What follows belongs to an exercise in optimizing a design on an open flow for small area, a short achievable clock period and few clock cycles; a production flow would make more cautious choices.
Where RTL was checked, it was by simulation tests only, not by an equivalence proof against the original.
No functional check of the RTL was part of runs 2 to 4.
No activity file was given, so power comes from the tool's default toggle rates.

==> flow/run.sh <==
#!/bin/bash
# synth_recipe.tcl (not shown) runs the flow's synth.tcl, then flattens the netlist and writes it again
# the make line also repeats each setting of config.mk as NAME=value (left out here)
make -C /OpenROAD-flow-scripts/flow DESIGN_CONFIG=/design/flow/config.mk WORK_HOME=/design/flow/orfs CLKGATE_MAP_FILE= SYNTH_SCRIPT=/design/flow/synth_recipe.tcl finish
==> flow/config.mk <==
export PLATFORM = sky130hd
export DESIGN_NAME = hdc_encoder_top
export DESIGN_NICKNAME = hdc_encoder_top
export VERILOG_FILES = /design/flow/design.v
export SDC_FILE = /design/flow/constraint.sdc
export NUM_CORES = 4
export LEC_CHECK = 0
export ABC_AREA = 1
export CAP_MARGIN = 20
export CORE_MARGIN = 2
export CORE_UTILIZATION = 40
export SETUP_SLACK_MARGIN = 1.9
export SLEW_MARGIN = 20
==> flow/constraint.sdc <==
create_clock -name core_clock -period 5.0 [get_ports {clk_i}]
set_input_delay 1.0000 -clock core_clock [delete_from_list [all_inputs] [get_ports {clk_i}]]
set_output_delay 1.0000 -clock core_clock [all_outputs]
set_load 0.01 [all_outputs]
==> flow/design.v <==
`default_nettype none
package hdc_pkg;
  localparam int unsigned HV_DIM     = 32;
  localparam int unsigned IM_DEPTH   = 16;
  localparam int unsigned IM_ADDR_W  = 4;
  localparam int unsigned COUNT_W    = 8;
  localparam int unsigned CSR_ADDR_W = 8;
  localparam int unsigned CSR_DATA_W = 32;
  typedef logic [HV_DIM-1:0]     hv_t;
  typedef logic [IM_ADDR_W-1:0]  im_addr_t;
  typedef logic [COUNT_W-1:0]    count_t;
  typedef logic [CSR_DATA_W-1:0] csr_data_t;
  typedef logic [CSR_ADDR_W-1:0] csr_addr_t;
  localparam csr_addr_t REG_CTRL      = 8'h00;
  localparam csr_addr_t REG_NUM_ITEMS = 8'h01;
  localparam csr_addr_t REG_BASE_A    = 8'h02;
  localparam csr_addr_t REG_BASE_B    = 8'h03;
  localparam csr_addr_t REG_STATUS    = 8'h04;
  localparam csr_addr_t REG_RESULT    = 8'h05;
  localparam csr_addr_t IM_WIN_BASE   = 8'h10;
  localparam int unsigned CTRL_START_BIT  = 0;
  localparam int unsigned STATUS_BUSY_BIT = 0;
  localparam int unsigned STATUS_DONE_BIT = 1;
endpackage
`default_nettype wire
`default_nettype none
module hdc_csr (
  input  logic      clk_i,
  input  logic      rst_i,
  input  logic      csr_we_i,
  input  logic      csr_re_i,
  input  hdc_pkg::csr_addr_t csr_addr_i,
  input  hdc_pkg::csr_data_t csr_wdata_i,
  input  logic      busy_i,
  input  logic      done_i,
  input  hdc_pkg::hv_t       result_i,
  output hdc_pkg::csr_data_t csr_rdata_o,
  output logic      csr_rvalid_o,
  output logic      start_o,         
  output logic      n_zero_o,        
  output hdc_pkg::count_t    num_items_o,
  output hdc_pkg::im_addr_t  base_a_o,
  output hdc_pkg::im_addr_t  dist_o
);
  hdc_pkg::im_addr_t  base_b_q;
  hdc_pkg::im_addr_t  wdata_a;
  hdc_pkg::csr_data_t rdata_d;
  assign wdata_a  = csr_wdata_i[hdc_pkg::IM_ADDR_W-1:0];
  assign start_o  = csr_we_i && (csr_addr_i == hdc_pkg::REG_CTRL) &&
                    csr_wdata_i[hdc_pkg::CTRL_START_BIT];
  assign n_zero_o = (num_items_o == '0);
  always_ff @(posedge clk_i) begin
    if (rst_i) begin
      num_items_o <= '0;
      base_a_o    <= '0;
      base_b_q    <= '0;
      dist_o      <= '0;
    end else if (csr_we_i) begin
      case (csr_addr_i)
        hdc_pkg::REG_NUM_ITEMS: num_items_o <= csr_wdata_i[hdc_pkg::COUNT_W-1:0];
        hdc_pkg::REG_BASE_A: begin
          base_a_o <= wdata_a;
          dist_o   <= base_b_q - wdata_a;
        end
        hdc_pkg::REG_BASE_B: begin
          base_b_q <= wdata_a;
          dist_o   <= wdata_a - base_a_o;
        end
        default: ;
      endcase
    end
  end
  always_comb begin
    rdata_d = '0;
    case (csr_addr_i)
      hdc_pkg::REG_NUM_ITEMS: rdata_d = hdc_pkg::csr_data_t'(num_items_o);
      hdc_pkg::REG_BASE_A:    rdata_d = hdc_pkg::csr_data_t'(base_a_o);
      hdc_pkg::REG_BASE_B:    rdata_d = hdc_pkg::csr_data_t'(base_b_q);
      hdc_pkg::REG_STATUS: begin
        rdata_d[hdc_pkg::STATUS_BUSY_BIT] = busy_i;
        rdata_d[hdc_pkg::STATUS_DONE_BIT] = done_i;
      end
      hdc_pkg::REG_RESULT:    rdata_d = result_i;
      default: ;
    endcase
  end
  always_ff @(posedge clk_i) begin
    if (rst_i) begin
      csr_rvalid_o <= 1'b0;
    end else begin
      csr_rvalid_o <= csr_re_i;
    end
  end
  always_ff @(posedge clk_i) begin
    csr_rdata_o <= rdata_d;
  end
endmodule
`default_nettype wire
`default_nettype none
module im_fetcher #(
  parameter int unsigned LANES = 16
) (
  input  logic [hdc_pkg::IM_DEPTH*hdc_pkg::HV_DIM-1:0] mem_i,
  input  logic [LANES-1:0]   grp_i,      
  input  hdc_pkg::count_t    num_items_i,
  input  hdc_pkg::im_addr_t  base_a_i,
  input  hdc_pkg::im_addr_t  dist_i,
  output logic [LANES*hdc_pkg::IM_DEPTH-1:0] y_o,
  output logic [hdc_pkg::IM_DEPTH-1:0]       mask_o
);
  localparam int unsigned D = hdc_pkg::IM_DEPTH;
  logic [D-1:0] therm, m1, m2, m4;
  for (genvar m = 0; m < D; m++) begin : g_mask
    assign therm[m]  = (num_items_i[hdc_pkg::IM_ADDR_W-1:0] > m);
    assign m1[m]     = base_a_i[0] ? therm[(m + D - 1) % D] : therm[m];
    assign m2[m]     = base_a_i[1] ? m1[(m + D - 2) % D]    : m1[m];
    assign m4[m]     = base_a_i[2] ? m2[(m + D - 4) % D]    : m2[m];
    assign mask_o[m] = base_a_i[3] ? m4[(m + D - 8) % D]    : m4[m];
  end
  for (genvar l = 0; l < LANES; l++) begin : g_lane
    logic [D-1:0] col, r1, r2, r4, r8;
    for (genvar m = 0; m < D; m++) begin : g_col
      assign col[m] = grp_i[l] ? mem_i[m*hdc_pkg::HV_DIM + LANES + l]
                            : mem_i[m*hdc_pkg::HV_DIM + l];
    end
    for (genvar m = 0; m < D; m++) begin : g_rot
      assign r1[m] = dist_i[0] ? col[(m + 1) % D] : col[m];
      assign r2[m] = dist_i[1] ? r1[(m + 2) % D]  : r1[m];
      assign r4[m] = dist_i[2] ? r2[(m + 4) % D]  : r2[m];
      assign r8[m] = dist_i[3] ? r4[(m + 8) % D]  : r4[m];
    end
    assign y_o[l*D +: D] = col ^ r8;
  end
endmodule
`default_nettype wire
`default_nettype none
module im_shared_mem (
  input  logic     clk_i,
  input  logic     csr_we_i,
  input  hdc_pkg::csr_addr_t csr_addr_i,
  input  hdc_pkg::csr_data_t csr_wdata_i,
  output logic [hdc_pkg::IM_DEPTH*hdc_pkg::HV_DIM-1:0] mem_o
);
  logic win_we;
  assign win_we = csr_we_i &&
                  (csr_addr_i[hdc_pkg::CSR_ADDR_W-1:hdc_pkg::IM_ADDR_W] ==
                   hdc_pkg::IM_WIN_BASE[hdc_pkg::CSR_ADDR_W-1:hdc_pkg::IM_ADDR_W]);
  for (genvar k = 0; k < hdc_pkg::IM_DEPTH; k++) begin : g_word
    always_ff @(posedge clk_i) begin
      if (win_we && (csr_addr_i[hdc_pkg::IM_ADDR_W-1:0] == k)) begin
        mem_o[k*hdc_pkg::HV_DIM +: hdc_pkg::HV_DIM] <= csr_wdata_i;
      end
    end
  end
endmodule
`default_nettype wire
`default_nettype none
module hv_bundler #(
  parameter int unsigned LANES = 16
) (
  input  logic   clk_i,
  input  logic   rst_i,
  input  logic   start_i,
  input  logic   n_zero_i,
  input  hdc_pkg::count_t num_items_i,
  input  logic [LANES*hdc_pkg::IM_DEPTH-1:0] y_i,
  input  logic [hdc_pkg::IM_DEPTH-1:0]       mask_i,
  output logic [LANES-1:0] grp_o,
  output logic   busy_o,
  output logic   done_o,
  output hdc_pkg::hv_t    qhv_o,
  output logic   qhv_valid_o
);
  localparam int unsigned D = hdc_pkg::IM_DEPTH;
  logic       ph1_q, ph2_q, ph3_q;
  logic       accept;
  logic [2:0]         qcap_q;    
  logic [2:0]         rhalf_q;   
  logic [4:0]         thr_q [9];   
  logic [LANES-1:0]   maj;
  logic [LANES-1:0]   part_q;
  assign accept = start_i && !n_zero_i && !ph1_q && !ph2_q;
  assign busy_o = ph1_q || ph2_q || ph3_q;
  logic [LANES-1:0] par_q;
  logic             par_dec_q;
  always_ff @(posedge clk_i) begin
    if (rst_i) begin
      par_q     <= '0;
      par_dec_q <= 1'b0;
    end else begin
      par_q     <= ~par_q;
      par_dec_q <= ~par_dec_q;
    end
  end
  assign grp_o = par_q;
  always_ff @(posedge clk_i) begin
    if (rst_i) begin
      ph1_q       <= 1'b0;
      ph2_q       <= 1'b0;
      ph3_q       <= 1'b0;
      done_o      <= 1'b0;
      qhv_valid_o <= 1'b0;
    end else begin
      ph1_q       <= accept;
      ph2_q       <= ph1_q;
      ph3_q       <= ph2_q;
      qhv_valid_o <= ph3_q;
      if (accept) begin
        done_o <= 1'b0;
      end else if (ph3_q) begin
        done_o <= 1'b1;
      end
    end
  end
  function automatic logic [2:0] popcount4(input logic [3:0] v);
    logic a, b, ac, bc, c;
    a  = v[0] ^ v[1];
    ac = v[0] & v[1];
    b  = v[2] ^ v[3];
    bc = v[2] & v[3];
    c  = a & b;
    popcount4 = {ac & bc, (ac ^ bc) | c, a ^ b};
  endfunction
  always_ff @(posedge clk_i) begin
    qcap_q  <= (num_items_i[7:6] != 2'd0) ? 3'd4 : {1'b0, num_items_i[5:4]};
    rhalf_q <= num_items_i[3:1];
  end
  for (genvar h = 0; h < 9; h++) begin : g_thr
    logic [5:0] base, step, t;
    assign base = {3'b0, rhalf_q} + 6'd1;
    if (h <= 4) begin : g_up
      assign step = 6'(qcap_q * (8 - 2 * h));
      assign t    = base + step;
      always_ff @(posedge clk_i) begin
        thr_q[h] <= (t > 6'd16) ? 5'd16 : t[4:0];
      end
    end else begin : g_down
      assign step = 6'(qcap_q * (2 * h - 8));
      assign t    = base - step;
      always_ff @(posedge clk_i) begin
        thr_q[h] <= (base > step) ? t[4:0] : 5'd0;
      end
    end
  end
  for (genvar l = 0; l < LANES; l++) begin : g_lane
    logic [D-1:0] y, ym;
    logic [11:0]  all4_q, ext4_q;   
    logic [4:0]   s_all;
    logic [3:0]   s_ext;
    logic [8:0]   half_q;           
    logic [3:0]   ext_q;            
    logic [4:0]   thr;
    assign y  = y_i[l*D +: D];
    assign ym = y & mask_i;
    always_ff @(posedge clk_i) begin
      for (int g = 0; g < 4; g++) begin
        all4_q[3*g +: 3] <= popcount4(y[4*g +: 4]);
        ext4_q[3*g +: 3] <= popcount4(ym[4*g +: 4]);
      end
    end
    assign s_all = ({2'b0, all4_q[2:0]} + {2'b0, all4_q[5:3]}) +
                   ({2'b0, all4_q[8:6]} + {2'b0, all4_q[11:9]});
    assign s_ext = ({1'b0, ext4_q[2:0]} + {1'b0, ext4_q[5:3]}) +
                   ({1'b0, ext4_q[8:6]} + {1'b0, ext4_q[11:9]});
    always_ff @(posedge clk_i) begin
      for (int h = 0; h < 9; h++) half_q[h] <= (s_all[4:1] == 4'(h));
      ext_q <= s_ext;
    end
    always_comb begin
      thr = '0;
      for (int h = 0; h < 9; h++) thr = thr | (half_q[h] ? thr_q[h] : 5'd0);
    end
    assign maj[l] = ({1'b0, ext_q} >= thr);
  end
  always_ff @(posedge clk_i) begin
    if (ph2_q) part_q <= maj;
  end
  always_ff @(posedge clk_i) begin
    if (ph3_q) qhv_o <= par_dec_q ? {maj, part_q} : {part_q, maj};
  end
endmodule
`default_nettype wire
`default_nettype none
module hdc_encoder_top (
  input  logic      clk_i,
  input  logic      rst_i,
  input  logic      csr_we_i,
  input  logic      csr_re_i,
  input  hdc_pkg::csr_addr_t csr_addr_i,
  input  hdc_pkg::csr_data_t csr_wdata_i,
  output hdc_pkg::csr_data_t csr_rdata_o,
  output logic      csr_rvalid_o,
  output hdc_pkg::hv_t       qhv_o,
  output logic      qhv_valid_o
);
  localparam int unsigned LANES = hdc_pkg::HV_DIM / 2;
  logic     start, n_zero, busy, done;
  logic [hdc_pkg::HV_DIM/2-1:0] grp;
  hdc_pkg::count_t   num_items;
  hdc_pkg::im_addr_t base_a, ab_dist;
  logic [hdc_pkg::IM_DEPTH*hdc_pkg::HV_DIM-1:0] mem;
  logic [LANES*hdc_pkg::IM_DEPTH-1:0] y;
  logic [hdc_pkg::IM_DEPTH-1:0] mask;
  hdc_csr u_csr (
    .clk_i        ( clk_i        ), .rst_i        ( rst_i        ),
    .csr_we_i     ( csr_we_i     ), .csr_re_i     ( csr_re_i     ),
    .csr_addr_i   ( csr_addr_i   ), .csr_wdata_i  ( csr_wdata_i  ),
    .busy_i       ( busy         ), .done_i       ( done         ),
    .result_i     ( qhv_o        ), .csr_rdata_o  ( csr_rdata_o  ),
    .csr_rvalid_o ( csr_rvalid_o ), .start_o      ( start        ),
    .n_zero_o     ( n_zero       ), .num_items_o  ( num_items    ),
    .base_a_o     ( base_a       ), .dist_o       ( ab_dist         )
  );
  im_shared_mem u_mem (
    .clk_i ( clk_i ), .csr_we_i ( csr_we_i ), .csr_addr_i ( csr_addr_i ),
    .csr_wdata_i ( csr_wdata_i ), .mem_o ( mem )
  );
  im_fetcher #(.LANES(LANES)) u_fetch (
    .mem_i ( mem ), .grp_i ( grp ), .num_items_i ( num_items ),
    .base_a_i ( base_a ), .dist_i ( ab_dist ), .y_o ( y ), .mask_o ( mask )
  );
  hv_bundler #(.LANES(LANES)) u_bundler (
    .clk_i ( clk_i ), .rst_i ( rst_i ), .start_i ( start ),
    .n_zero_i ( n_zero ), .num_items_i ( num_items ), .y_i ( y ),
    .mask_i ( mask ), .grp_o ( grp ), .busy_o ( busy ), .done_o ( done ),
    .qhv_o ( qhv_o ), .qhv_valid_o ( qhv_valid_o )
  );
endmodule
`default_nettype wire
==> results of run 1 <==
## sequential cells by signal, indices dropped and copies added (netlist names), 3 cells and up
register                 count
u_bundler.par_q             16
u_bundler.qhv_o             32
u_csr.base_b_q               4
u_csr.num_items_o            8
u_bundler.rhalf_q            3
u_bundler.g_lane.ext4_q    192
u_bundler.g_lane.half_q    144
u_mem.mem_o                512
u_csr.dist_o                 4
u_bundler.g_lane.ext_q      64
u_bundler.part_q            16
u_csr.csr_rdata_o           32
u_bundler.g_lane.all4_q    192
u_bundler.qcap_q             3
u_bundler.thr_q             44
u_csr.base_a_o               4
## worst reg2reg max path, stage by stage, from the launching register on
cell and delay [ns]:
dfxtp_4 0.38, buf_12 0.15, clkinv_16 0.10, buf_16 0.33
nand3_1 0.27, nand3_1 0.13, nand3_1 0.13, nand3_1 0.16
nand2_1 0.06, nand2_1 0.05, nand2_1 0.25, nor2_1 0.28
ha_1 0.28, ha_1 0.17, or2_2 0.29
## power groups by stage
stage | logic (uW) | registers [uW] | clock network (uW)
after detailed placement | 10500 | 12500 | 0
after CTS | 10600 | 12300 | 11100
after global placement | 10200 | 12500 | 0
after global routing | 12000 | 12400 | 11500
final | 10800 | 12300 | 10900
after floorplan | 7060 | 12300 | 0
## through the flow
stage                     utilization (%)  worst slack [ns]  hold slack [ns]  area [um2]
after floorplan                         -             1.596           0.3300       77930
after global placement              42.04             1.232           0.4251       81640
after detailed placement            42.04             1.177           0.4334       81640
after CTS                           44.81             1.794           0.4417       87010
after global routing                45.14             1.832           0.4396       87660
final                               45.14             1.840           0.4353       87660
## layout by cell type (no fill, tap or decap), drive strengths merged, types with 2 or more instances in the layout
master,n
nand4,67
buf,150
a21oi,132
diode,5
a211oi,28
xor2,24
o2111ai,9
nand3,2437
bufinv,11
mux2i,2
nor2,516
xnor2,86
a221oi,40
nor4,2
nor3,36
o211ai,19
ha,780
and3,17
dfxtp,717
inv,1037
o21a,21
o21ai,119
clkinvlp,28
bufbuf,3
fa,154
nand2,2322
a21boi,9
a22o,21
edfxtp,560
clkinv,36
clkdlybuf4s50,108
or2,130
a2111oi,12
o22ai,27
clkbuf,203
## kinds of logic after synthesis
kind of cell,Yosys count,synth area share (%)
flops,1277,40.00
simple gates,5528,31.37
other cells,1,0.004812
buf+inv,1449,7.326
compound gates,441,3.564
xor+xnor,110,1.236
mux,2,0.02569
fa+ha+maj,934,16.48
## routing by layer
layer	vias up	wire length [um]	GRT usage [%]
met4	0	14080	11.78
met5	-	0	0
met3	699	24140	4.716
met2	3352	121500	42.29
li1	32719	-	-
met1	32642	112800	35.51
## layout make-up
cell class	count	area, um2	area share (%)
multi-input cells	7016	41400	47.23
clock inverters	62	653.1	0.7450
well taps	2542	3181	3.628
diodes	5	12.51	0.01427
flip-flops and latches	1277	31230	35.63
inverters	1048	4085	4.660
clock buffers	200	4214	4.807
repair inverters	2	23.77	0.02712
repair buffers	264	2859	3.261
## worst max path at each step
stage | start | end | slack (ns)
final | u_csr.dist_o[0] | u_bundler.g_lane[14].ext4_q[7] | 1.84
after global routing | u_csr.dist_o[0] | u_bundler.g_lane[14].ext4_q[7] | 1.83
after CTS | u_csr.dist_o[1] | u_bundler.g_lane[14].ext4_q[7] | 1.79
after detailed placement | u_csr.base_a_o[1] | u_bundler.g_lane[9].ext4_q[1] | 1.18
after global placement | csr_addr_i[4] | u_mem.mem_o[150] | 1.23
after floorplan | csr_addr_i[5] | u_mem.mem_o[128] | 1.60
## what timing repair did
item / in CTS / in global routing
gates resized for setup: 46 / 64
pin swaps: 2 / 3
setup buffers: 17 / 31
setup endpoints to repair: 318 / 245
cloned: 6 / 3
==> qor.txt, run 1 <==
critical path depth: 14
Residual DRC: 0
drt wl/cell: 21.94 um
Non-Filler Instances: 12.42k
worst reg2reg endpoint: u_bundler.g_lane[14].ext4_q[7]
Worst Path Buf+Inv: 3
measured slew at the worst slew-check pin: 1.271 ns
initial antenna violation count: 11
CP Launch Type: flop
post-route ant nets: 0
die width: 445.4 um
worst rel slew slack: 15.16%
Cell Area, Synth: 77930 um2
Clk pin slew, worst setup/hold paths: 0.06 ns
TritonRoute pass-1 iters: 10
fillers: 18.76k
fin crit period: 3.160 ns
register bit total from synthesis: 1277
Rows: 162
r2r setup slk: 1.84 ns
All-Layer GR Usage: 26.66%
RR Startpoint: u_csr.dist_o[0]
CP endpoint kind: flop
drt via density: 5.591
Fin Setup TNS: 0 ns
min-delay worst type: reg -> reg
full die area: 198400 um2
IO Port Bufs: 109
worst-case clock buffer depth: 3
total CTS buffers: 143
P per Cell Area: 387.1 nW/um2
worst-case reg-to-reg path depth: 14
CTS tree: yes
# setup viols final: 0
Max-cap violations: 0
dpl hpwl: 189.1 mm
post-synthesis area per instance: 7.999 um2
EDFF count, synth: 560
layout cells sized above 1: 6.515%
Crit path max-delay family: simple AND/OR/NAND/NOR gates
sequential share of power: 36.3%
Synth top area share: 21.58%
Syn-to-layout area delta: 12.49%
CP max stage delay: 0.38 ns
slowest CP cell: dfxtp_4
Synth area leader: edfxtp_1
Vias: 69.41k
vias in the first global route: 64.90k
# IOs: 110
Synth Warn #: 4
largest net degree at the start of global routing: 114
Starting DRT DRC Count: 7680
GP Congestion: 0.9587
status: timing/DRC/antenna clean
remaining global-route overflow: 0
Leak Pwr: 0.04205 uW
fraction of the yosys area taken by sequential cells: 40.00%
CP max FO: 70
Tot Pwr: 33940 uW
Worst-Skew Late Latency: 0.81 ns
Starting Density: 40.13%
count leader, synth: nand3_1
VDD IR max: 0.0004064 V
Worst Skew: 0.02861 ns
most frequent CP cell: nand3_1
Critical Path AT: 3.83 ns
Hold Path Sink: u_bundler.rhalf_q[1]
final WL: 272.5 mm
die extent in y: 445.4 um
Critical Setup Path Class: reg -> reg
synth top area cells: edfxtp_1 (22%), dfxtp_1 (18%), nand3_1 (16%)
CTS Hold Buffers Added: 0
final hold vios: 0
H-tree depth: 4
data required time at the worst endpoint: 5.68 ns
ys async rst share: 0%
Max Clk Rate: 316.5 MHz
logic gate share of total power: 31.7%
CTS root buffer: clkbuf_16
internal power: 21670 uW
Post-layout nets: 10.73k
hold depth: 0
cells after synthesis: 9742
global-route wire length before repair: 399.1 mm
Switching Share: 36.14%
RSZ-0062 raised after global routing: true
net load switching power: 12260 uW
CORE AREA: 194200 um2
hold wc startpoint: u_csr.num_items_o[2]
critical-path cell list: buf_12 > clkinv_16 > buf_16 > nand3_1 > nand3_1 > nand3_1 > nand3_1 > nand2_1 > nand2_1 > nand2_1 > nor2_1 > ha_1 > ha_1 > or2_2
Yosys cell types: 47
top cells by count, synth: nand3_1 (2437), nand2_1 (2306), inv_1 (1042), ha_1 (780), dfxtp_1 (717)
final worst-path cycle share: 63.19%
Clk pwr share: 32.0%
count of pins over their slew limit: 0
placed instance count: 12.09k
Num Clock Sinks: 1277
Main synth FF type: dfxtp_1
Testbench counts, summed over its fixed seeds: cycles 2,576.
==> run 2: changes to the inputs <==
--- a/flow/design.v
+++ b/flow/design.v
@@ -212,15 +212,6 @@
       end
     end
   end
-  function automatic logic [2:0] popcount4(input logic [3:0] v);
-    logic a, b, ac, bc, c;
-    a  = v[0] ^ v[1];
-    ac = v[0] & v[1];
-    b  = v[2] ^ v[3];
-    bc = v[2] & v[3];
-    c  = a & b;
-    popcount4 = {ac & bc, (ac ^ bc) | c, a ^ b};
-  endfunction
   always_ff @(posedge clk_i) begin
     qcap_q  <= (num_items_i[7:6] != 2'd0) ? 3'd4 : {1'b0, num_items_i[5:4]};
     rhalf_q <= num_items_i[3:1];
@@ -242,10 +233,31 @@
       end
     end
   end
+  function automatic logic [1:0] fadd(input logic a, input logic b, input logic c);
+    fadd = {(a & b) | (a & c) | (b & c), a ^ b ^ c};
+  endfunction
+  function automatic logic [7:0] csa16(input logic [15:0] v);
+    logic [1:0] f0, f1, f2, f3, f4, g0, g1, g2;
+    f0 = fadd(v[0],  v[1],  v[2]);
+    f1 = fadd(v[3],  v[4],  v[5]);
+    f2 = fadd(v[6],  v[7],  v[8]);
+    f3 = fadd(v[9],  v[10], v[11]);
+    f4 = fadd(v[12], v[13], v[14]);
+    g0 = fadd(f0[0], f1[0], f2[0]);
+    g1 = fadd(f3[0], f4[0], v[15]);
+    g2 = fadd(f0[1], f1[1], f2[1]);
+    csa16 = {g2[1], f4[1], f3[1], g2[0], g1[1], g0[1], g1[0], g0[0]};
+  endfunction
+  function automatic logic [2:0] count6(input logic [5:0] v);
+    logic [1:0] a, b;
+    a = fadd(v[0], v[1], v[2]);
+    b = fadd(v[3], v[4], v[5]);
+    count6 = {1'b0, a} + {1'b0, b};
+  endfunction
   for (genvar l = 0; l < LANES; l++) begin : g_lane
     logic [D-1:0] y, ym;
-    logic [11:0]  all4_q, ext4_q;   
-    logic [4:0]   s_all;
+    logic [7:0]   all_q, ext_c_q;   
+    logic [3:0]   half;             
     logic [3:0]   s_ext;
     logic [8:0]   half_q;           
     logic [3:0]   ext_q;            
@@ -253,17 +265,14 @@
     assign y  = y_i[l*D +: D];
     assign ym = y & mask_i;
     always_ff @(posedge clk_i) begin
-      for (int g = 0; g < 4; g++) begin
-        all4_q[3*g +: 3] <= popcount4(y[4*g +: 4]);
-        ext4_q[3*g +: 3] <= popcount4(ym[4*g +: 4]);
-      end
+      all_q   <= csa16(y);
+      ext_c_q <= csa16(ym);
     end
-    assign s_all = ({2'b0, all4_q[2:0]} + {2'b0, all4_q[5:3]}) +
-                   ({2'b0, all4_q[8:6]} + {2'b0, all4_q[11:9]});
-    assign s_ext = ({1'b0, ext4_q[2:0]} + {1'b0, ext4_q[5:3]}) +
-                   ({1'b0, ext4_q[8:6]} + {1'b0, ext4_q[11:9]});
+    assign half  = 4'(count6({all_q[6:2], all_q[0]})) + {2'b0, all_q[7], 1'b0};
+    assign s_ext = 4'(ext_c_q[0]) + 4'(ext_c_q[1]) +
+                   {2'b0, count6({1'b0, ext_c_q[6:2]}), 1'b0} + {1'b0, ext_c_q[7], 2'b0};
     always_ff @(posedge clk_i) begin
-      for (int h = 0; h < 9; h++) half_q[h] <= (s_all[4:1] == 4'(h));
+      for (int h = 0; h < 9; h++) half_q[h] <= (half == 4'(h));
       ext_q <= s_ext;
     end
     always_comb begin
==> qor.txt, run 2 <==
remaining global-route overflow: 0
pre-CTS setup slack: 1.105 ns
status: timing/DRC/antenna clean
drt via density: 5.871
vias in the first global route: 57.12k
count leader, synth: nand3_1
Worst Skew: 0.06763 ns
Max-cap violations: 0
Critical Path AT: 3.75 ns
# setup viols final: 0
CTS Hold Buffers Added: 0
placed instance count: 10.18k
P per Cell Area: 376.4 nW/um2
TritonRoute pass-1 iters: 6
die extent in y: 416.9 um
Main synth FF type: dfxtp_1
hold depth: 2
Largest register FFs: 512
setup ws final: 1.871 ns
Starting DRT DRC Count: 8090
Vias: 62.16k
Leak Pwr: 0.03533 uW
VDD IR max: 0.0003821 V
Starting Density: 40.29%
CORE AREA: 169300 um2
sequential share of power: 36.5%
GP Congestion: 0.9541
Synth Warn #: 4
Post-layout nets: 8867
commonest non-fill, non-tap cell in the layout: nand3_1
CTS tree: yes
largest net degree at the start of global routing: 158
most frequent cells in the layout: nand3_1 (1971), nand2_1 (1819), inv_1 (632)
hold wc startpoint: u_bundler.ph1_q
CP Launch Type: flop
cells after synthesis: 8130
internal power: 19420 uW
Switching Share: 36.75%
Reg with most FFs: u_mem.mem_o
final WL: 268.8 mm
Worst-Skew Late Latency: 0.81 ns
die width: 416.9 um
Regs by FF count: u_mem.mem_o: 512 flops, u_bundler.g_lane.half_q: 144 flops, u_bundler.g_lane.ext_c_q: 128 flops
top cells by count, synth: nand3_1 (2270), nand2_1 (1855), inv_1 (641), dfxtp_1 (573), edfxtp_1 (560)
measured slew at the worst slew-check pin: 1.220 ns
CTS root buffer: clkbuf_16
layout cells sized above 1: 13.59%
Cell Area, Synth: 68200 um2
post-route ant nets: 0
full die area: 173800 um2
fin crit period: 3.129 ns
global-route wire length before repair: 371.1 mm
total CTS buffers: 132
CP endpoint kind: flop
dpl hpwl: 170.0 mm
Num Clock Sinks: 1133
Rows: 151
Hold Path Sink: u_bundler.ph2_q
net load switching power: 11290 uW
min-delay worst type: reg -> reg
worst rel slew slack: 18.53%
data required time at the worst endpoint: 5.63 ns
worst-case clock buffer depth: 3
All-Layer GR Usage: 28.65%
Clk pwr share: 32.2%
r2r setup slk: 1.87 ns
ys async rst share: 0%
worst-case reg-to-reg path depth: 10
CP max FO: 59
EDFF count, synth: 560
register bit total from synthesis: 1133
logic gate share of total power: 31.3%
RR Startpoint: u_csr.dist_o[1]
Max Clk Rate: 319.6 MHz
count of pins over their slew limit: 0
Synth area leader: edfxtp_1
H-tree depth: 4
post-synthesis area per instance: 8.388 um2
# IOs: 110
Syn-to-layout area delta: 19.63%
Clk pin slew, worst setup/hold paths: 0.06 ns
worst reg2reg endpoint: u_bundler.g_lane[6].ext_c_q[1]
final worst-path cycle share: 62.58%
RSZ-0062 raised after global routing: true
Fin Setup TNS: 0 ns
Synth top area share: 24.66%
fraction of the yosys area taken by sequential cells: 41.48%
final hold vios: 0
Non-Filler Instances: 10.59k
Yosys cell types: 58
initial antenna violation count: 13
Residual DRC: 0
synth top area cells: edfxtp_1 (25%), dfxtp_1 (17%), nand3_1 (17%)
drt wl/cell: 25.40 um
IO Port Bufs: 109
worst hold margin: 0.4272 ns
Critical Setup Path Class: reg -> reg
==> run 2: per-layer routing <==
| metal | wire, um | track usage (%) |
|---|---|---|
| met5 | 40 | 0 |
| met1 | 108500 | 39.54 |
| met4 | 16290 | 13.06 |
| met2 | 115100 | 42.93 |
| met3 | 28910 | 6.262 |
==> run 2: what timing repair did <==
action,in CTS,in global routing
pin swaps,20,105
endpoints found under the hold margin,0,0
gates resized for setup,204,506
endpoints found under the setup margin,217,176
gates cloned,18,33
buffers inserted,47,62
==> run 2: cell families after synthesis <==
logic type	Yosys count	share of synthesized area, %
XOR/XNOR	177	2.284
buffers and inverters	1066	6.801
AND/OR/NAND/NOR	4805	31.64
adder cells (fa/ha/maj)	567	14.21
AO/OA/AOI/OAI	381	3.578
flip-flops	1133	41.48
other	1	0.005499
==> run 2: power by group through the flow <==
stage | Sequential [uW] | Combinational, uW | Clock (uW)
after CTS | 11200 | 9140 | 10000
after global routing | 11300 | 10600 | 10400
after global placement | 11400 | 8750 | 0
after floorplan | 11200 | 5660 | 0
final | 11200 | 9600 | 9900
after detailed placement | 11400 | 8910 | 0
==> run 2: area by class of cell <==
type                            instances  area [um2]
Timing Repair Buffer                  384        4771
Timing Repair inverter                  7       98.84
Fill cell                           15917       87700
Sequential cell                      1133       28380
Clock buffer                          181        3825
Antenna cell                            4       10.01
Multi-Input combinational cell       5932       38450
Tap cell                             2218        2775
Inverter                              666        2638
Clock inverter                         61       636.9
==> run 2: how the worst max path moves through the flow <==
stage | from | endpoint | cells after the start
floorplan | csr_addr_i[7] | u_mem.mem_o[192] | 5
global placement | u_csr.base_a_o[2] | u_bundler.g_lane[3].ext_c_q[0] | 9
detailed placement | u_csr.base_a_o[2] | u_bundler.g_lane[6].ext_c_q[0] | 8
CTS | u_csr.dist_o[0] | u_bundler.g_lane[14].ext_c_q[0] | 14
global route | u_csr.dist_o[0] | u_bundler.g_lane[8].ext_c_q[1] | 15
finish | u_csr.dist_o[1] | u_bundler.g_lane[6].ext_c_q[1] | 10
==> run 2: metrics by stage <==
stage | total power (uW) | util (%) | cell area [um2]
2_1_floorplan | 16840 | - | 68220
4_1_cts | 30360 | 45.99 | 77860
3_3_place_gp | 20120 | 42.12 | 71300
6_report | 30710 | 48.19 | 81580
5_1_grt | 32240 | 48.19 | 81580
3_5_place_dp | 20310 | 42.12 | 71300
==> run 2: worst max-delay path, stage by stage (launching register included) <==
cell	delay (ns)
dfxtp_4	0.50
buf_12	0.16
clkinv_8	0.29
nand3_1	0.24
nand3_1	0.16
nand3_1	0.13
nand2_1	0.10
xnor2_2	0.31
nor2_1	0.10
fa_1	0.53
fa_1	0.41
==> run 3: changes to the inputs <==
--- a/flow/config.mk
+++ b/flow/config.mk
@@ -9,5 +9,5 @@
 export CAP_MARGIN = 20
 export CORE_MARGIN = 2
 export CORE_UTILIZATION = 40
-export SETUP_SLACK_MARGIN = 1.9
+export SETUP_SLACK_MARGIN = 2.2
 export SLEW_MARGIN = 20
==> qor.txt, run 3 <==
Critical Path AT: 3.86 ns
Clk pin slew, worst setup/hold paths: 0.06 ns
Max-cap violations: 0
initial antenna violation count: 8
global-route wire length before repair: 420.8 mm
CP endpoint kind: flop
worst reg2reg endpoint: u_bundler.g_lane[6].ext_c_q[1]
All-Layer GR Usage: 32.79%
Hold Path Sink: u_bundler.ph2_q
Post-layout nets: 9070
Compound-Gate Fraction of Synth Area: 3.578%
# setup viols final: 0
count leader, synth: nand3_1
Leak Pwr: 0.03971 uW
dpl hpwl: 170.0 mm
layout cells sized above 1: 36.40%
IO Port Bufs: 109
Worst Path Buf+Inv: 5
vias in the first global route: 63.42k
Synth area leader: edfxtp_1
TritonRoute pass-1 iters: 10
GP Congestion: 0.9541
RSZ-0062 raised after global routing: true
synth top area cells: edfxtp_1 (25%), dfxtp_1 (17%), nand3_1 (17%)
fillers: 13.80k
r2r setup slk: 1.85 ns
Rows: 151
EDFF count, synth: 560
register bit total from synthesis: 1133
Main synth FF type: dfxtp_1
die extent in y: 416.9 um
CP Launch Type: flop
drt via density: 6.106
Synth Warn #: 4
Synth Area in XOR/XNOR: 2.284%
Worst-Skew Late Latency: 0.82 ns
# IOs: 110
area share of and/or/nand/nor cells after synthesis: 31.64%
status: timing/DRC/antenna clean
Yosys cell types: 58
post-route ant nets: 0
post-synthesis area per instance: 8.388 um2
VDD IR max: 0.0003714 V
fin crit period: 3.153 ns
final hold vios: 0
remaining global-route overflow: 0
drt wl/cell: 27.84 um
mux contribution to synthesized area: 0%
CP max stage delay: 0.57 ns
Worst Skew: 0.07192 ns
commonest non-fill, non-tap cell in the layout: nand2_1
Largest register FFs: 512
Reg with most FFs: u_mem.mem_o
Fin Setup TNS: 0 ns
total CTS buffers: 132
hold wc startpoint: u_bundler.ph1_q
data required time at the worst endpoint: 5.70 ns
Residual DRC: 0
Synth top area share: 24.66%
CTS Hold Buffers Added: 0
setup ws final: 1.847 ns
largest net degree at the start of global routing: 80
CORE AREA: 169300 um2
Max Clk Rate: 317.1 MHz
Crit path max-delay family: adder cells
Starting DRT DRC Count: 7656
Num Clock Sinks: 1133
ys async rst share: 0%
full die area: 173800 um2
critical-path cell list: buf_12 > inv_16 > buf_16 > buf_16 > buf_12 > nand3_4 > nand3_4 > nand3_2 > nand3_2 > nand2_4 > xnor2_4 > nor2_2 > fa_1 > fa_2
worst-case reg-to-reg path depth: 14
adder-cell share of the synthesized area: 14.21%
RR Startpoint: u_csr.dist_o[0]
CP max FO: 8
final WL: 300.4 mm
Vias: 65.87k
count of pins over their slew limit: 0
slowest CP cell: fa_2
cells after synthesis: 8130
Regs by FF count: u_mem.mem_o: 512 flops, u_bundler.g_lane.half_q: 144 flops, u_bundler.g_lane.ext_c_q: 128 flops
Starting Density: 40.29%
most frequent cells in the layout: nand2_1 (1620), nand3_2 (1019), nand3_1 (768)
fraction of the yosys area taken by sequential cells: 41.48%
measured slew at the worst slew-check pin: 1.200 ns
worst rel slew slack: 19.75%
main combinational cell family by area after synthesis: simple AND/OR/NAND/NOR gates
die width: 416.9 um
worst-case clock buffer depth: 3
Critical Setup Path Class: reg -> reg
Syn-to-layout area delta: 42.82%
P per Cell Area: 326.8 nW/um2
hold depth: 2
CTS root buffer: clkbuf_16
pre-CTS setup slack: 1.105 ns
final worst-path cycle share: 63.06%
H-tree depth: 4
min-delay worst type: reg -> reg
top cells by count, synth: nand3_1 (2270), nand2_1 (1855), inv_1 (641), dfxtp_1 (573), edfxtp_1 (560)
Cell Area, Synth: 68200 um2
CTS tree: yes
run 3: cell counts after synthesis:
Identical to the previous run, type by type.
run 3: through the flow:
step	total power [uW]	hold slack [ns]	area (um2)	instances	util, %
floorplan	16840	0.3319	68220	8130	-
global placement	20120	0.4196	71300	10180	42.12
detailed placement	20310	0.4229	71300	10180	42.12
CTS	31100	0.4287	92100	10721	54.41
global route	33290	0.4486	97390	10786	57.53
finish	31830	0.4271	97400	10788	57.54
run 3: worst max-delay path by stage:
stage / endpoint / slack (ns) / cells after the start / startpoint
finish: u_bundler.g_lane[6].ext_c_q[1] / 1.85 / 14 / u_csr.dist_o[0]
global route: u_bundler.g_lane[14].ext_c_q[0] / 1.81 / 15 / u_csr.dist_o[0]
CTS: u_bundler.g_lane[6].ext_c_q[1] / 1.95 / 14 / u_csr.dist_o[0]
detailed placement: u_bundler.g_lane[6].ext_c_q[0] / 1.11 / 8 / u_csr.base_a_o[2]
global placement: u_bundler.g_lane[3].ext_c_q[0] / 1.18 / 9 / u_csr.base_a_o[2]
floorplan: u_mem.mem_o[192] / 1.73 / 5 / csr_addr_i[7]
run 3: metal layers:
layer / track usage, % / up-vias / wire length [um]
met5: 0 / - / 50
met4: 21.46 / 8 / 27130
met3: 7.706 / 1397 / 34230
met2: 49.03 / 4288 / 126500
met1: 42.46 / 31705 / 112400
li1: - / 28476 / -
run 3: power by group:
group          leakage [uW]  switching (uW)  total, uW  internal (uW)
logic                0.0278            7030      10700           3650
clock network       0.00218            4230       9930           5690
registers           0.00974             634      11200          10600
run 3: kinds of logic after synthesis:
| family | after synthesis |
|---|---|
| adder cells (fa/ha/maj) | 567 |
| AND/OR/NAND/NOR | 4805 |
| XOR/XNOR | 177 |
| other | 1 |
| buffers and inverters | 1066 |
| AO/OA/AOI/OAI | 381 |
| flip-flops | 1133 |
run 3: area by class of cell:
type                            instances  area [um2]  share of cell area, %
Timing Repair inverter                 18       265.3                 0.2723
Inverter                              666        2655                  2.726
Multi-Input combinational cell       5931       50780                  52.13
Timing Repair Buffer                  577        8039                  8.254
Clock buffer                          181        3825                  3.927
Clock inverter                         61       636.9                 0.6539
Sequential cell                      1133       28420                  29.18
Antenna cell                            3       7.507               0.007708
Tap cell                             2218        2775                  2.849
run 3: what timing repair did:
action                                  4_1_cts  5_1_grt
buffers inserted                            205       59
endpoints found under the setup margin      344      269
gates cloned                                 94        5
gates resized for setup                    2406      957
endpoints found under the hold margin         0        0
pin swaps                                   827      455
run 3: worst reg2reg max path: cells and delay by family, from the launching register on:
kind	cells	cell delay [ns]
and+or+nand+nor	6	0.63
xor gates and xnor gates	1	0.24
adders and majority gates	2	1.10
buffers and inverters	5	0.73
DFF	1	0.37
==> run 4: changes to the inputs <==
--- a/flow/design.v
+++ b/flow/design.v
@@ -174,8 +174,6 @@
   localparam int unsigned D = hdc_pkg::IM_DEPTH;
   logic       ph1_q, ph2_q, ph3_q;
   logic       accept;
-  logic [2:0]         qcap_q;    
-  logic [2:0]         rhalf_q;   
   logic [4:0]         thr_q [9];   
   logic [LANES-1:0]   maj;
   logic [LANES-1:0]   part_q;
@@ -212,21 +210,20 @@
       end
     end
   end
-  always_ff @(posedge clk_i) begin
-    qcap_q  <= (num_items_i[7:6] != 2'd0) ? 3'd4 : {1'b0, num_items_i[5:4]};
-    rhalf_q <= num_items_i[3:1];
-  end
+  logic [2:0] qcap, rhalf;
+  assign qcap  = (num_items_i[7:6] != 2'd0) ? 3'd4 : {1'b0, num_items_i[5:4]};
+  assign rhalf = num_items_i[3:1];
   for (genvar h = 0; h < 9; h++) begin : g_thr
     logic [5:0] base, step, t;
-    assign base = {3'b0, rhalf_q} + 6'd1;
+    assign base = {3'b0, rhalf} + 6'd1;
     if (h <= 4) begin : g_up
-      assign step = 6'(qcap_q * (8 - 2 * h));
+      assign step = 6'(qcap * (8 - 2 * h));
       assign t    = base + step;
       always_ff @(posedge clk_i) begin
         thr_q[h] <= (t > 6'd16) ? 5'd16 : t[4:0];
       end
     end else begin : g_down
-      assign step = 6'(qcap_q * (2 * h - 8));
+      assign step = 6'(qcap * (2 * h - 8));
       assign t    = base - step;
       always_ff @(posedge clk_i) begin
         thr_q[h] <= (base > step) ? t[4:0] : 5'd0;
@@ -259,9 +256,8 @@
     logic [7:0]   all_q, ext_c_q;   
     logic [3:0]   half;             
     logic [3:0]   s_ext;
-    logic [8:0]   half_q;           
+    logic [4:0]   thr, thr_sel_q;   
     logic [3:0]   ext_q;            
-    logic [4:0]   thr;
     assign y  = y_i[l*D +: D];
     assign ym = y & mask_i;
     always_ff @(posedge clk_i) begin
@@ -271,18 +267,18 @@
     assign half  = 4'(count6({all_q[6:2], all_q[0]})) + {2'b0, all_q[7], 1'b0};
     assign s_ext = 4'(ext_c_q[0]) + 4'(ext_c_q[1]) +
                    {2'b0, count6({1'b0, ext_c_q[6:2]}), 1'b0} + {1'b0, ext_c_q[7], 2'b0};
-    always_ff @(posedge clk_i) begin
-      for (int h = 0; h < 9; h++) half_q[h] <= (half == 4'(h));
-      ext_q <= s_ext;
-    end
     always_comb begin
       thr = '0;
-      for (int h = 0; h < 9; h++) thr = thr | (half_q[h] ? thr_q[h] : 5'd0);
+      for (int h = 0; h < 9; h++) thr = thr | ((half == 4'(h)) ? thr_q[h] : 5'd0);
+    end
+    always_ff @(posedge clk_i) begin
+      thr_sel_q <= thr;
+      ext_q     <= s_ext;
     end
-    assign maj[l] = ({1'b0, ext_q} >= thr);
+    assign maj[l] = ({1'b0, ext_q} >= thr_sel_q);
   end
   always_ff @(posedge clk_i) begin
-    if (ph2_q) part_q <= maj;
+    part_q <= maj;
   end
   always_ff @(posedge clk_i) begin
     if (ph3_q) qhv_o <= par_dec_q ? {maj, part_q} : {part_q, maj};
--- a/flow/config.mk
+++ b/flow/config.mk
@@ -9,5 +9,5 @@
 export CAP_MARGIN = 20
 export CORE_MARGIN = 2
 export CORE_UTILIZATION = 40
-export SETUP_SLACK_MARGIN = 2.2
+export SETUP_SLACK_MARGIN = 1.9
 export SLEW_MARGIN = 20
==> qor.txt, run 4 <==
# IOs: 110
ys async rst share: 0%
count leader, synth: nand3_1
Non-Filler Instances: 10.44k
largest net degree at the start of global routing: 162
most frequent CP cell: buf_16
Synth top area share: 24.67%
cells after synthesis: 7952
Vias: 62.31k
critical-path cell list: buf_12 > inv_16 > buf_16 > buf_16 > buf_16 > nand3_1 > nand3_1 > nand3_2 > nand3_2 > nand2_4 > xor2_4 > nand2_2 > fa_1 > inv_1 > fa_1
Synth Warn #: 4
Post-layout nets: 8752
vias in the first global route: 58.18k
Tot Pwr: 31830 uW
layout cells sized above 1: 18.21%
Max Clk Rate: 307.7 MHz
drt wl/cell: 26.47 um
Leak Pwr: 0.03548 uW
dpl hpwl: 164.8 mm
EDFF count, synth: 544
Switching Share: 40.16%
fin crit period: 3.250 ns
CP max stage delay: 0.53 ns
RSZ-0062 raised after global routing: true
Clk pin slew, worst setup/hold paths: 0.06 ns
global-route wire length before repair: 378.1 mm
Worst Path Buf+Inv: 6
fillers: 15.06k
VDD IR max: 0.0003359 V
Syn-to-layout area delta: 24.77%
remaining global-route overflow: 0
Worst-Skew Late Latency: 0.78 ns
data required time at the worst endpoint: 5.64 ns
measured slew at the worst slew-check pin: 1.228 ns
Worst Skew: 0.03907 ns
worst-case clock buffer depth: 3
Cell Area, Synth: 66220 um2
Critical Path AT: 3.89 ns
placed instance count: 9981
Max-cap violations: 0
Residual DRC: 0
logic gate share of total power: 40.2%
top cells by count, synth: nand3_1 (2270), nand2_1 (1540), inv_1 (775), edfxtp_1 (544), dfxtp_1 (519)
net load switching power: 12780 uW
register bit total from synthesis: 1063
All-Layer GR Usage: 30.26%
synth top area cells: edfxtp_1 (25%), nand3_1 (17%), dfxtp_1 (16%)
internal power: 19050 uW
final WL: 276.4 mm
initial antenna violation count: 14
total CTS buffers: 119
CTS root buffer: clkbuf_16
Num Clock Sinks: 1063
Reg with most FFs: u_mem.mem_o
commonest non-fill, non-tap cell in the layout: nand3_1
sequential share of power: 31.6%
CP max FO: 8
Starting Density: 40.23%
CP Launch Type: flop
final worst-path cycle share: 65.00%
Clk pwr share: 28.2%
die width: 410.9 um
fraction of the yosys area taken by sequential cells: 40.36%
count of pins over their slew limit: 0
TritonRoute pass-1 iters: 8
slowest CP cell: fa_1
most frequent cells in the layout: nand3_1 (1772), nand2_1 (1441), inv_1 (761)
post-synthesis area per instance: 8.328 um2
final hold vios: 0
full die area: 168800 um2
Main synth FF type: edfxtp_1
CP endpoint kind: flop
Final Util: 50.19%
Crit path max-delay family: adder cells
drt via density: 5.968
Fin Setup TNS: 0 ns
GP Congestion: 0.9526
status: timing/DRC/antenna clean
Regs by FF count: u_mem.mem_o: 512 flops, u_bundler.g_lane.ext_c_q: 128 flops, u_bundler.g_lane.all_q: 112 flops
die extent in y: 410.9 um
Yosys cell types: 54
post-route ant nets: 0
Critical Setup Path Class: reg -> reg
H-tree depth: 3
Synth area leader: edfxtp_1
P per Cell Area: 385.2 nW/um2
Starting DRT DRC Count: 7944
Largest register FFs: 512
worst rel slew slack: 18.04%
IO Port Bufs: 109
CTS tree: yes
# setup viols final: 0
CORE AREA: 164600 um2
min-delay worst type: reg -> reg
Rows: 149
-- run 4: changes by cell type after synthesis, sizes merged, moves of 21 or more --
cell / delta
nand2: -308
o22ai: +184
inv: +130
nor3: -70
nand4: -56
dfxtp: -54
nor2: +51
a21oi: -47
buf: -41
a221oi: -31
o2111ai: +31
a31oi: +23
o21ai: -21
-- run 4: power by group through the flow --
stage	combinational (uW)	sequential, uW	clock, uW
global route	13800	10100	9410
floorplan	8080	10100	0
global placement	11600	10200	0
CTS	12000	10100	9090
detailed placement	11700	10300	0
finish	12800	10100	8980
-- run 4: cells by family (layout without fill, tap and decap cells) --
group	after synthesis	in the layout	share of synthesized area, %
AND/OR/NAND/NOR	4444	4444	30.40
buffers and inverters	1160	1455	7.057
flip-flops	1063	1063	40.36
adder cells (fa/ha/maj)	565	565	14.59
AO/OA/AOI/OAI	542	542	5.251
XOR/XNOR	174	174	2.301
multiplexers	3	3	0.04535
other	1	7	0.005663
-- run 4: final cells by class --
type	instances	area [um2]	share of cell area, %
Timing Repair Buffer	426	5831	7.057
Tap cell	2189	2739	3.315
Sequential cell	1063	26800	32.44
Clock inverter	53	568.0	0.6875
Timing Repair inverter	7	78.83	0.09540
Clock buffer	173	3431	4.152
Multi-Input combinational cell	5730	40060	48.48
Inverter	796	3105	3.758
Antenna cell	5	12.51	0.01514
-- run 4: metal layers --
metal / up-vias / global-route usage [%] / share of wire (%)
met5: - / 0 / 0.017
met4: 6 / 17.36 / 7.4
met3: 831 / 6.059 / 11
met2: 3711 / 45.69 / 43
met1: 30138 / 40.40 / 39
li1: 27628 / - / -
-- run 4: worst paths after layout --
| path | startpoint | end | slack [ns] | cells past startpoint |
|---|---|---|---|---|
| worst min register to register | u_bundler.ph2_q | u_bundler.ph3_q | 0.42 | 2 |
| worst min-delay path | u_bundler.ph2_q | u_bundler.ph3_q | 0.42 | 2 |
| worst max-delay path | u_csr.dist_o[0] | u_bundler.g_lane[14].ext_c_q[0] | 1.75 | 15 |
| worst max register to register | u_csr.dist_o[0] | u_bundler.g_lane[14].ext_c_q[0] | 1.75 | 15 |
-- run 4: timing repair --
item	CTS	global route
setup buffers	94	72
pin swaps	142	190
resized for setup	497	650
gates cloned	32	31
hold buffers	0	0
setup endpoints to repair	214	168
-- run 4: tightest hold or removal path, delay by kind of cell, from the launching register on --
kind,cells,cell delay [ns]
DFF,1,0.31
buffers and inverters,1,0.05
and+or+nand+nor,1,0.03
-- run 4: stage by stage --
stage / hold WS (ns) / instance area [um2] / setup slack (ns)
global route: 0.4343 / 82620 / 1.682
global placement: 0.4066 / 69660 / 0.9078
finish: 0.4206 / 82630 / 1.750
detailed placement: 0.4152 / 69700 / 0.9430
floorplan: 0.3886 / 66230 / 1.765
CTS: 0.4233 / 78040 / 1.819
==> run 5: changes to the inputs <==
--- a/flow/design.v
+++ b/flow/design.v
@@ -174,6 +174,8 @@
   localparam int unsigned D = hdc_pkg::IM_DEPTH;
   logic       ph1_q, ph2_q, ph3_q;
   logic       accept;
+  logic [2:0]         qcap_q;    
+  logic [2:0]         rhalf_q;   
   logic [4:0]         thr_q [9];   
   logic [LANES-1:0]   maj;
   logic [LANES-1:0]   part_q;
@@ -210,20 +212,21 @@
       end
     end
   end
-  logic [2:0] qcap, rhalf;
-  assign qcap  = (num_items_i[7:6] != 2'd0) ? 3'd4 : {1'b0, num_items_i[5:4]};
-  assign rhalf = num_items_i[3:1];
+  always_ff @(posedge clk_i) begin
+    qcap_q  <= (num_items_i[7:6] != 2'd0) ? 3'd4 : {1'b0, num_items_i[5:4]};
+    rhalf_q <= num_items_i[3:1];
+  end
   for (genvar h = 0; h < 9; h++) begin : g_thr
     logic [5:0] base, step, t;
-    assign base = {3'b0, rhalf} + 6'd1;
+    assign base = {3'b0, rhalf_q} + 6'd1;
     if (h <= 4) begin : g_up
-      assign step = 6'(qcap * (8 - 2 * h));
+      assign step = 6'(qcap_q * (8 - 2 * h));
       assign t    = base + step;
       always_ff @(posedge clk_i) begin
         thr_q[h] <= (t > 6'd16) ? 5'd16 : t[4:0];
       end
     end else begin : g_down
-      assign step = 6'(qcap * (2 * h - 8));
+      assign step = 6'(qcap_q * (2 * h - 8));
       assign t    = base - step;
       always_ff @(posedge clk_i) begin
         thr_q[h] <= (base > step) ? t[4:0] : 5'd0;
@@ -233,17 +236,14 @@
   function automatic logic [1:0] fadd(input logic a, input logic b, input logic c);
     fadd = {(a & b) | (a & c) | (b & c), a ^ b ^ c};
   endfunction
-  function automatic logic [7:0] csa16(input logic [15:0] v);
-    logic [1:0] f0, f1, f2, f3, f4, g0, g1, g2;
+  function automatic logic [10:0] csa16(input logic [15:0] v);
+    logic [1:0] f0, f1, f2, f3, f4;
     f0 = fadd(v[0],  v[1],  v[2]);
     f1 = fadd(v[3],  v[4],  v[5]);
     f2 = fadd(v[6],  v[7],  v[8]);
     f3 = fadd(v[9],  v[10], v[11]);
     f4 = fadd(v[12], v[13], v[14]);
-    g0 = fadd(f0[0], f1[0], f2[0]);
-    g1 = fadd(f3[0], f4[0], v[15]);
-    g2 = fadd(f0[1], f1[1], f2[1]);
-    csa16 = {g2[1], f4[1], f3[1], g2[0], g1[1], g0[1], g1[0], g0[0]};
+    csa16 = {f4[1], f3[1], f2[1], f1[1], f0[1], v[15], f4[0], f3[0], f2[0], f1[0], f0[0]};
   endfunction
   function automatic logic [2:0] count6(input logic [5:0] v);
     logic [1:0] a, b;
@@ -253,32 +253,37 @@
   endfunction
   for (genvar l = 0; l < LANES; l++) begin : g_lane
     logic [D-1:0] y, ym;
-    logic [7:0]   all_q, ext_c_q;   
+    logic [10:0]  all_q, ext_c_q;   
+    logic [2:0]   ones_all, ones_ext, twos_all, twos_ext;
     logic [3:0]   half;             
     logic [3:0]   s_ext;
-    logic [4:0]   thr, thr_sel_q;   
+    logic [8:0]   half_q;           
     logic [3:0]   ext_q;            
+    logic [4:0]   thr;
     assign y  = y_i[l*D +: D];
     assign ym = y & mask_i;
     always_ff @(posedge clk_i) begin
       all_q   <= csa16(y);
       ext_c_q <= csa16(ym);
     end
-    assign half  = 4'(count6({all_q[6:2], all_q[0]})) + {2'b0, all_q[7], 1'b0};
-    assign s_ext = 4'(ext_c_q[0]) + 4'(ext_c_q[1]) +
-                   {2'b0, count6({1'b0, ext_c_q[6:2]}), 1'b0} + {1'b0, ext_c_q[7], 2'b0};
+    assign ones_all = count6(all_q[5:0]);
+    assign twos_all = count6({1'b0, all_q[10:6]});
+    assign ones_ext = count6(ext_c_q[5:0]);
+    assign twos_ext = count6({1'b0, ext_c_q[10:6]});
+    assign half  = {2'b0, ones_all[2:1]} + {1'b0, twos_all};
+    assign s_ext = {1'b0, ones_ext} + {twos_ext, 1'b0};
+    always_ff @(posedge clk_i) begin
+      for (int h = 0; h < 9; h++) half_q[h] <= (half == 4'(h));
+      ext_q <= s_ext;
+    end
     always_comb begin
       thr = '0;
-      for (int h = 0; h < 9; h++) thr = thr | ((half == 4'(h)) ? thr_q[h] : 5'd0);
-    end
-    always_ff @(posedge clk_i) begin
-      thr_sel_q <= thr;
-      ext_q     <= s_ext;
+      for (int h = 0; h < 9; h++) thr = thr | (half_q[h] ? thr_q[h] : 5'd0);
     end
-    assign maj[l] = ({1'b0, ext_q} >= thr_sel_q);
+    assign maj[l] = ({1'b0, ext_q} >= thr);
   end
   always_ff @(posedge clk_i) begin
-    part_q <= maj;
+    if (ph2_q) part_q <= maj;
   end
   always_ff @(posedge clk_i) begin
     if (ph3_q) qhv_o <= par_dec_q ? {maj, part_q} : {part_q, maj};
--- a/flow/config.mk
+++ b/flow/config.mk
@@ -9,5 +9,5 @@
 export CAP_MARGIN = 20
 export CORE_MARGIN = 2
 export CORE_UTILIZATION = 40
-export SETUP_SLACK_MARGIN = 1.9
+export SETUP_SLACK_MARGIN = 2.0
 export SLEW_MARGIN = 20
==> qor.txt, run 5 <==
post-synthesis area per instance: 8.130 um2
r2r setup slk: 2.05 ns
Max-cap violations: 0
hold wc startpoint: u_bundler.ph1_q
Vias: 62.97k
Residual DRC: 0
H-tree depth: 4
internal power: 20200 uW
drt via density: 5.579
CP endpoint kind: flop
Starting DRT DRC Count: 7545
CP max FO: 70
layout cells sized above 1: 5.342%
setup ws final: 2.054 ns
Final Util: 45.05%
largest net degree at the start of global routing: 135
cells after synthesis: 8816
RR Startpoint: u_csr.dist_o[2]
Reg with most FFs: u_mem.mem_o
Max Clk Rate: 339.4 MHz
CTS Hold Buffers Added: 0
pre-CTS setup slack: 1.302 ns
fin crit period: 2.946 ns
post-route ant nets: 0
logic gate share of total power: 27.7%
most frequent cells in the layout: nand3_1 (2412), nand2_1 (2177), inv_1 (935)
Clk pin slew, worst setup/hold paths: 0.06 ns
top cells by count, synth: nand3_1 (2412), nand2_1 (2180), inv_1 (950), dfxtp_1 (685), edfxtp_1 (560)
net load switching power: 10830 uW
Cell Area, Synth: 71670 um2
Main synth FF type: dfxtp_1
min-delay worst type: reg -> reg
Clk pwr share: 33.5%
CTS tree: yes
TritonRoute pass-1 iters: 10
final hold vios: 0
final WL: 254.1 mm
Hold Path Sink: u_bundler.ph2_q
Post-layout nets: 9439
hold depth: 2
# setup viols final: 0
GP Congestion: 0.9939
CP Launch Type: flop
measured slew at the worst slew-check pin: 1.226 ns
Worst Skew: 0.03221 ns
Worst-Skew Late Latency: 0.81 ns
die extent in y: 427.3 um
worst rel slew slack: 18.16%
total CTS buffers: 141
data required time at the worst endpoint: 5.66 ns
All-Layer GR Usage: 27.34%
Regs by FF count: u_mem.mem_o: 512 flops, u_bundler.g_lane.all_q: 176 flops, u_bundler.g_lane.ext_c_q: 176 flops
Synth Warn #: 4
register bit total from synthesis: 1245
drt wl/cell: 22.51 um
count of pins over their slew limit: 0
count leader, synth: nand3_1
worst-case reg-to-reg path depth: 9
Switching Share: 34.89%
status: timing/DRC/antenna clean
vias in the first global route: 58.58k
worst-case clock buffer depth: 3
CORE AREA: 178200 um2
remaining global-route overflow: 0
IO Port Bufs: 109
Syn-to-layout area delta: 12.03%
initial antenna violation count: 2
VDD IR max: 0.0003271 V
Num Clock Sinks: 1245
synth top area cells: edfxtp_1 (23%), dfxtp_1 (19%), nand3_1 (17%)
ys async rst share: 0%
P per Cell Area: 386.4 nW/um2
fraction of the yosys area taken by sequential cells: 42.59%
commonest non-fill, non-tap cell in the layout: nand3_1
Fin Setup TNS: 0 ns
sequential share of power: 38.8%
Synth top area share: 23.46%
# IOs: 110
Starting Density: 40.22%
CTS root buffer: clkbuf_16
global-route wire length before repair: 373.1 mm
Rows: 155
RSZ-0062 raised after global routing: false
worst reg2reg endpoint: u_bundler.g_lane[11].ext_c_q[2]
die width: 427.3 um
full die area: 182600 um2
Largest register FFs: 512
dpl hpwl: 180.2 mm
EDFF count, synth: 560
Critical Path AT: 3.61 ns
Critical Setup Path Class: reg -> reg
Synth area leader: edfxtp_1
Leak Pwr: 0.03594 uW
Yosys cell types: 49
final worst-path cycle share: 58.93%
[run 5: metal layers]
layer,global-route usage (%),wire [um],up-vias
li1,-,-,29330
met1,38.16,108800,29787
met2,40.96,108000,3204
met3,5.956,25260,653
met4,11.26,12010,0
met5,0,0,-
[run 5: cell families after synthesis]
| group | Yosys count | synth area share, % |
|---|---|---|
| AOI/OAI and AO/OA | 345 | 3.085 |
| and+or+nand+nor | 5253 | 32.27 |
| xor gates and xnor gates | 30 | 0.3666 |
| other | 1 | 0.005232 |
| adders and majority gates | 582 | 13.95 |
| DFF | 1245 | 42.59 |
| buffers and inverters | 1360 | 7.725 |
[run 5: what timing repair did]
item / 4_1_cts / 5_1_grt
pin swaps: 4 / 0
setup buffers: 11 / 19
gates cloned: 0 / 3
endpoints found under the hold margin: 0 / 0
endpoints found under the setup margin: 217 / 151
gates resized for setup: 28 / 37
[run 5: critical path, stage by stage (launching register included)]
cell and delay [ns]:
dfxtp_4 0.72, inv_8 0.33, buf_12 0.28, nand3_1 0.20, nand3_1 0.11, nand2_1 0.11, nand2_1 0.05, nand2_1 0.24
nor2_1 0.11, fa_1 0.50
[run 5: area by class of cell]
class	instances	area (um2)
sequential	1245	30580
timing repair buffer	253	2552
fill	17227	97930
tap	2355	2947
multi-input combinational	6211	35840
clock buffer	190	3953
antenna	2	5.005
inverter	960	3705
timing repair inverter	1	11.26
clock inverter	70	704.4
[run 5: power groups by stage]
stage                     combinational, uW  clock (uW)  sequential (uW)
after global routing                   9690       11000            12100
after global placement                 8180           0            12200
after CTS                              8440       10600            12000
final                                  8590       10400            12000
after floorplan                        5540           0            12000
after detailed placement               8390           0            12200
[run 5: worst max-delay path by stage]
stage / endpoint / cells past startpoint / slack, ns / start
floorplan: u_mem.mem_o[160] / 5 / 1.76 / csr_addr_i[7]
global placement: u_mem.mem_o[297] / 6 / 1.34 / csr_we_i
detailed placement: u_mem.mem_o[297] / 6 / 1.30 / csr_we_i
CTS: u_bundler.qhv_o[30] / 14 / 2.01 / u_bundler.thr_q[1][0]
global route: u_bundler.qhv_o[5] / 14 / 1.99 / u_bundler.thr_q[1][0]
finish: u_bundler.g_lane[11].ext_c_q[2] / 9 / 2.05 / u_csr.dist_o[2]
[run 5: metrics by stage]
step,cell area [um2],total power [uW],std cells,hold WS [ns]
after CTS,79910,31050,11263,0.4175
after global routing,80290,32760,11285,0.4477
after global placement,75020,20390,10992,0.4062
after floorplan,71680,17530,8816,0.3319
after detailed placement,75020,20610,10992,0.4094
final,80300,31030,11287,0.4163
Testbench counts of run 5, summed over its fixed seeds: cycles 2,576.
==> run 6: changes to the inputs <==
--- a/flow/config.mk
+++ b/flow/config.mk
@@ -9,5 +9,5 @@
 export CAP_MARGIN = 20
 export CORE_MARGIN = 2
 export CORE_UTILIZATION = 40
-export SETUP_SLACK_MARGIN = 2.0
+export SETUP_SLACK_MARGIN = 2.3
 export SLEW_MARGIN = 20
==> qor.txt, run 6 <==
status: timing/DRC/antenna clean
Max-cap violations: 0
P per Cell Area: 378.1 nW/um2
register bit total from synthesis: 1245
Clk pin slew, worst setup/hold paths: 0.06 ns
final WL: 256.8 mm
Rows: 155
vias in the first global route: 60.23k
All-Layer GR Usage: 27.31%
data required time at the worst endpoint: 5.67 ns
CTS root buffer: clkbuf_16
# IOs: 110
die extent in y: 427.3 um
multi-input logic area: 36380 um2
fraction of the yosys area taken by sequential cells: 42.59%
remaining global-route overflow: 0
r2r setup slk: 2.17 ns
CP Launch Type: flop
Reg with most FFs: u_mem.mem_o
worst rel slew slack: 26.46%
Leak Pwr: 0.03668 uW
count leader, synth: nand3_1
count of pins over their slew limit: 0
hold depth: 2
fillers: 17.10k
drt wl/cell: 22.63 um
Post-layout nets: 9500
DR WL met3: 27.99 mm
Vias: 63.86k
total CTS buffers: 138
Worst Skew: 0.02807 ns
synth top area cells: edfxtp_1 (23%), dfxtp_1 (19%), nand3_1 (17%)
final hold vios: 0
# setup viols final: 0
worst-case reg-to-reg path depth: 11
Synth Warn #: 4
RSZ-0062 raised after global routing: true
Num Clock Sinks: 1245
GP Congestion: 0.9856
wire length on met2: 113.1 mm
EDFF count, synth: 560
TritonRoute pass-1 iters: 7
Final Util: 45.97%
fin crit period: 2.834 ns
Reg area: 30660 um2
hold wc startpoint: u_bundler.ph1_q
worst-case clock buffer depth: 3
RR Startpoint: u_csr.dist_o[0]
full die area: 182600 um2
post-synthesis area per instance: 8.130 um2
Synth top area share: 23.46%
post-route ant nets: 0
global-route wire length before repair: 371.8 mm
H-tree depth: 4
Yosys cell types: 49
worst hold margin: 0.4170 ns
Critical Setup Path Class: reg -> reg
commonest non-fill, non-tap cell in the layout: nand3_1
Main synth FF type: dfxtp_1
Starting Density: 40.22%
final worst-path cycle share: 56.68%
Max Clk Rate: 352.9 MHz
cells after synthesis: 8816
Cell Area, Synth: 71670 um2
IO Port Bufs: 109
min-delay worst type: reg -> reg
die width: 427.3 um
metal1 wirelength: 100.8 mm
initial antenna violation count: 8
measured slew at the worst slew-check pin: 1.102 ns
VDD IR max: 0.0003963 V
most frequent cells in the layout: nand3_1 (2368), nand2_1 (2157), inv_1 (908)
Regs by FF count: u_mem.mem_o: 512 flops, u_bundler.g_lane.all_q: 176 flops, u_bundler.g_lane.ext_c_q: 176 flops
drt via density: 5.627
worst reg2reg endpoint: u_bundler.g_lane[11].ext_c_q[2]
Syn-to-layout area delta: 14.30%
Worst-Skew Late Latency: 0.80 ns
layout cells sized above 1: 8.010%
CTS tree: yes
ys async rst share: 0%
Starting DRT DRC Count: 7851
Residual DRC: 0
CP max FO: 72
Hold Path Sink: u_bundler.ph2_q
Fin Setup TNS: 0 ns
Largest register FFs: 512
dpl hpwl: 165.6 mm
CORE AREA: 178200 um2
Critical Path AT: 3.50 ns
largest net degree at the start of global routing: 135
CP endpoint kind: flop
top cells by count, synth: nand3_1 (2412), nand2_1 (2180), inv_1 (950), dfxtp_1 (685), edfxtp_1 (560)
CTS Hold Buffers Added: 0
Top Metal Used: met5
Synth area leader: edfxtp_1
## run 6: changes by cell type in the layout (fill, tap and decap cells not counted), sizes merged, moves of 11 or more
cell | previous run | this run
dlygate4sd2 | 0 | 39
clkdlybuf4s50 | 107 | 67
clkinvlp | 18 | 29
clkinv | 50 | 39
buf | 144 | 199
## run 6: worst max path at each step
stage,start,to,slack [ns],depth (start not counted)
3_3_place_gp,csr_we_i,u_mem.mem_o[76],1.26,6
5_1_grt,u_csr.dist_o[0],u_bundler.g_lane[11].ext_c_q[2],2.15,11
4_1_cts,u_bundler.thr_q[0][1],u_bundler.qhv_o[20],2.30,13
3_5_place_dp,csr_we_i,u_mem.mem_o[84],1.26,6
6_report,u_csr.dist_o[0],u_bundler.g_lane[11].ext_c_q[2],2.17,11
2_1_floorplan,csr_addr_i[7],u_mem.mem_o[0],1.79,5
## run 6: critical path, cell delays in order, from the launching register on
cell and delay [ns]:
dfxtp_4 0.50, clkinv_8 0.15, buf_16 0.19, nand3_1 0.30
nand3_1 0.13, nand3_1 0.16, nand3_1 0.11, nand2_1 0.09
nand2_1 0.05, nand2_1 0.15, nor2_1 0.09, fa_1 0.50
## run 6: layout make-up
type | count | share of cell area [%]
Timing Repair Buffer | 317 | 4.235
Sequential cell | 1245 | 37.42
Tap cell | 2355 | 3.597
Clock inverter | 65 | 0.8629
Antenna cell | 6 | 0.01833
Timing Repair inverter | 1 | 0.01375
Multi-Input combinational cell | 6211 | 44.41
Inverter | 960 | 4.586
Clock buffer | 190 | 4.857
## run 6: cell families (layout without fill, tap and decap cells)
kind of cell	Yosys count	in the layout	share of synthesized area, %
flip-flops	1245	1245	42.59
XOR/XNOR	30	30	0.3666
AO/OA/AOI/OAI	345	345	3.085
buffers and inverters	1360	1533	7.725
other	1	7	0.005232
AND/OR/NAND/NOR	5253	5253	32.27
adder cells (fa/ha/maj)	582	582	13.95
## run 6: stage by stage
step	instances	worst slack [ns]	area [um2]	total power (uW)
after floorplan	8816	1.787	71770	17530
after global placement	10992	1.259	74970	19870
after detailed placement	10992	1.261	74970	20070
after CTS	11295	2.300	80600	30730
after global routing	11346	2.148	81920	32730
final	11350	2.166	81930	30970
## run 6: timing repair
action,in CTS,in global routing
gates resized for setup,173,216
setup endpoints to repair,610,492
hold endpoints to repair,0,0
setup buffers,41,40
pin swaps,2,9
gates cloned,7,9
## run 6: layer usage
layer / vias up / GRT usage [%]
met1: 30031 / 35.36
met2: 3589 / 42.72
met4: 4 / 13.34
met3: 764 / 6.578
li1: 29476 / -
met5: - / 0
## run 6: power by group
group | leakage (uW) | switching [uW] | internal [uW]
combinational | 0.0237 | 5480 | 2920
sequential | 0.0107 | 606 | 11400
clock | 0.00229 | 4370 | 6180

re-timing with driven ports:
How much do the figures lean on ideal ports? The routed layouts below were timed once more, with nothing changed but the port constraints. Step 1 assumes that a clkbuf_16 drives the clock port and a buf_2 every other input. Step 2 also shifts input and output timing later by t, the mid clock arrival at the registers, as if the neighbouring blocks saw the same clock. Slacks: ideal / step 1 / step 2; pairs: ideal / step 1.
run	t, ns	setup slack, ns
run 1	0.879	1.840 / 1.840 / 1.084
run 2	0.855	1.871 / 1.871 / 1.143
run 3	0.868	1.847 / 1.847 / 1.404
run 4	0.857	1.750 / 1.750 / 1.089
run 5	0.872	2.054 / 2.054 / 1.261
run 6	0.877	2.166 / 2.166 / 1.485
After both steps setup and hold are still met in every run listed.
